Background: an optimization exercise with open tools, aiming at small area and few clock cycles. Do not read the settings as production practice.
Function was checked by simulation only, so behaviour that the tests miss may differ from the original.
Power is estimated from default activity; no workload was simulated.

## bracket_quote_value_checker_core
module bracket_quote_value_checker_core (
   input  logic        clock,
   input  logic        reset,
   input  logic        req_valid,
   output logic        req_ready,
   input  logic [7:0]  req_text_byte,
   input  logic        req_end_of_text,
   output logic        rsp_valid,
   input  logic        rsp_ready,
   output logic        rsp_has_byte,
   output logic [7:0]  rsp_value_byte,
   output logic        rsp_terminated,
   output logic [3:0]  rsp_error_code,
   output logic [15:0] rsp_error_pos,
   output logic [15:0] rsp_error_len,
   output logic        rsp_last_result,
   input  logic        csr_valid,
   output logic        csr_ready,
   input  logic        csr_at_mode
);
==> flow/config.mk <==
export PLATFORM = sky130hd
export DESIGN_NAME = bracket_quote_value_checker_core
export DESIGN_NICKNAME = bracket_quote_value_checker_core
export VERILOG_FILES = /design/flow/design.v
export SDC_FILE = /design/flow/constraint.sdc
export NUM_CORES = 4
export LEC_CHECK = 0
export CAP_MARGIN = 20
export CORE_MARGIN = 2
export CORE_UTILIZATION = 55
export CTS_CLUSTER_DIAMETER = 100
export CTS_CLUSTER_SIZE = 30
export PLACE_DENSITY = 0.75
export SLEW_MARGIN = 20
==> flow/constraint.sdc <==
create_clock -name core_clock -period 6.0 [get_ports {clock}]
set_input_delay 1.2000 -clock core_clock [delete_from_list [all_inputs] [get_ports {clock}]]
set_output_delay 1.2000 -clock core_clock [all_outputs]
set_load 0.01 [all_outputs]
standard.sh (not shown) runs the stock make flow with config.mk's settings and CLKGATE_MAP_FILE= SYNTH_SCRIPT=/design/flow/synth_recipe.tcl, a recipe that flattens the netlist after the stock synthesis.
==> flow/flow/run.sh <==
#!/bin/bash
# The standard layout, with two changes: the port buffers are the smallest plain buffer
# (buffer_ports otherwise picks a delay cell), and clock tree synthesis adds no dummy loads.
# The make output goes to standard.log; each ORFS step keeps its own log under orfs/logs/.
set -euo pipefail
bash standard.sh \
  BUFFER_PORTS_ARGS="-buffer_cell sky130_fd_sc_hd__buf_1" \
  CTS_ARGS="-sink_clustering_enable -repair_clock_nets -sink_clustering_size 30 -sink_clustering_max_diameter 100 -dont_use_dummy_load" \
  finish > standard.log 2>&1
Testbench counts at the start, summed over its fixed seeds: cycles 43,956.
Next try:
--- a/flow/flow/run.sh
+++ b/flow/flow/run.sh
@@ -7,3 +7,3 @@
   BUFFER_PORTS_ARGS="-buffer_cell sky130_fd_sc_hd__buf_1" \
-  CTS_ARGS="-sink_clustering_enable -repair_clock_nets -sink_clustering_size 30 -sink_clustering_max_diameter 100 -dont_use_dummy_load" \
+  CTS_ARGS="-sink_clustering_enable -repair_clock_nets -sink_clustering_size 20 -sink_clustering_max_diameter 60 -dont_use_dummy_load -buf_list sky130_fd_sc_hd__clkbuf_8" \
   finish > standard.log 2>&1
--- a/flow/config.mk
+++ b/flow/config.mk
@@ -9,6 +9,6 @@
 export CORE_MARGIN = 2
-export CORE_UTILIZATION = 55
+export CORE_UTILIZATION = 65
 export CTS_CLUSTER_DIAMETER = 100
 export CTS_CLUSTER_SIZE = 30
-export PLACE_DENSITY = 0.75
+export PLACE_DENSITY = 0.85
 export SLEW_MARGIN = 20
Effect: Final area falls by 0.71%; register-to-register slack is worse by 0.09 ns; worst hold slack is better by 0.0088 ns; combinational power is about the same; total power falls by 2.5%; count of clock-buffer cells in the layout rises by 9.
Next try:
--- a/flow/flow/run.sh
+++ b/flow/flow/run.sh
@@ -7,3 +7,3 @@
   BUFFER_PORTS_ARGS="-buffer_cell sky130_fd_sc_hd__buf_1" \
-  CTS_ARGS="-sink_clustering_enable -repair_clock_nets -sink_clustering_size 20 -sink_clustering_max_diameter 60 -dont_use_dummy_load -buf_list sky130_fd_sc_hd__clkbuf_8" \
+  CTS_ARGS="-sink_clustering_enable -repair_clock_nets -sink_clustering_size 12 -sink_clustering_max_diameter 40 -dont_use_dummy_load -buf_list sky130_fd_sc_hd__clkbuf_4" \
   finish > standard.log 2>&1
What happened: Total power falls by 0.75%. Clock power stays flat. Cell area is about the same. Wire length came out lower by 0.31%. First-iteration DRC count went up by 0.34%. Maximum frequency drops by 0.87%. Flip-flop and latch count does not change. Non-clock buffer count stays the same. Final cell count rises by 0.83%. Die area is unchanged.

-- port drivers added, routing unchanged --
The flow's constraints put no driver on any port. The routed layouts listed below were extracted and timed again, unchanged, in two steps. Step 1 sets driving cells, clkbuf_16 on the clock port and buf_2 on the other inputs (assumed; they add their load-dependent delay and slew). Step 2 moves the port delays by t, midway between the first and last clock arrival at a register: inputs arrive t later, outputs are due t later. That takes back most of the time a late clock gives input paths. Slacks: no drivers / after step 1 / after step 2; pairs: no drivers / after step 1.
run | t (ns) | setup WS [ns] | worst hold slack (ns)
the first run | 0.536 | 0.610 / 0.562 / 1.099 | 0.446 / 0.446 / 0.446
the second run | 0.583 | 0.551 / 0.507 / 1.089 | 0.455 / 0.455 / 0.455
the third run | 0.700 | 0.503 / 0.457 / 1.157 | 0.444 / 0.444 / 0.444
After both steps setup and hold are still met in every run listed.
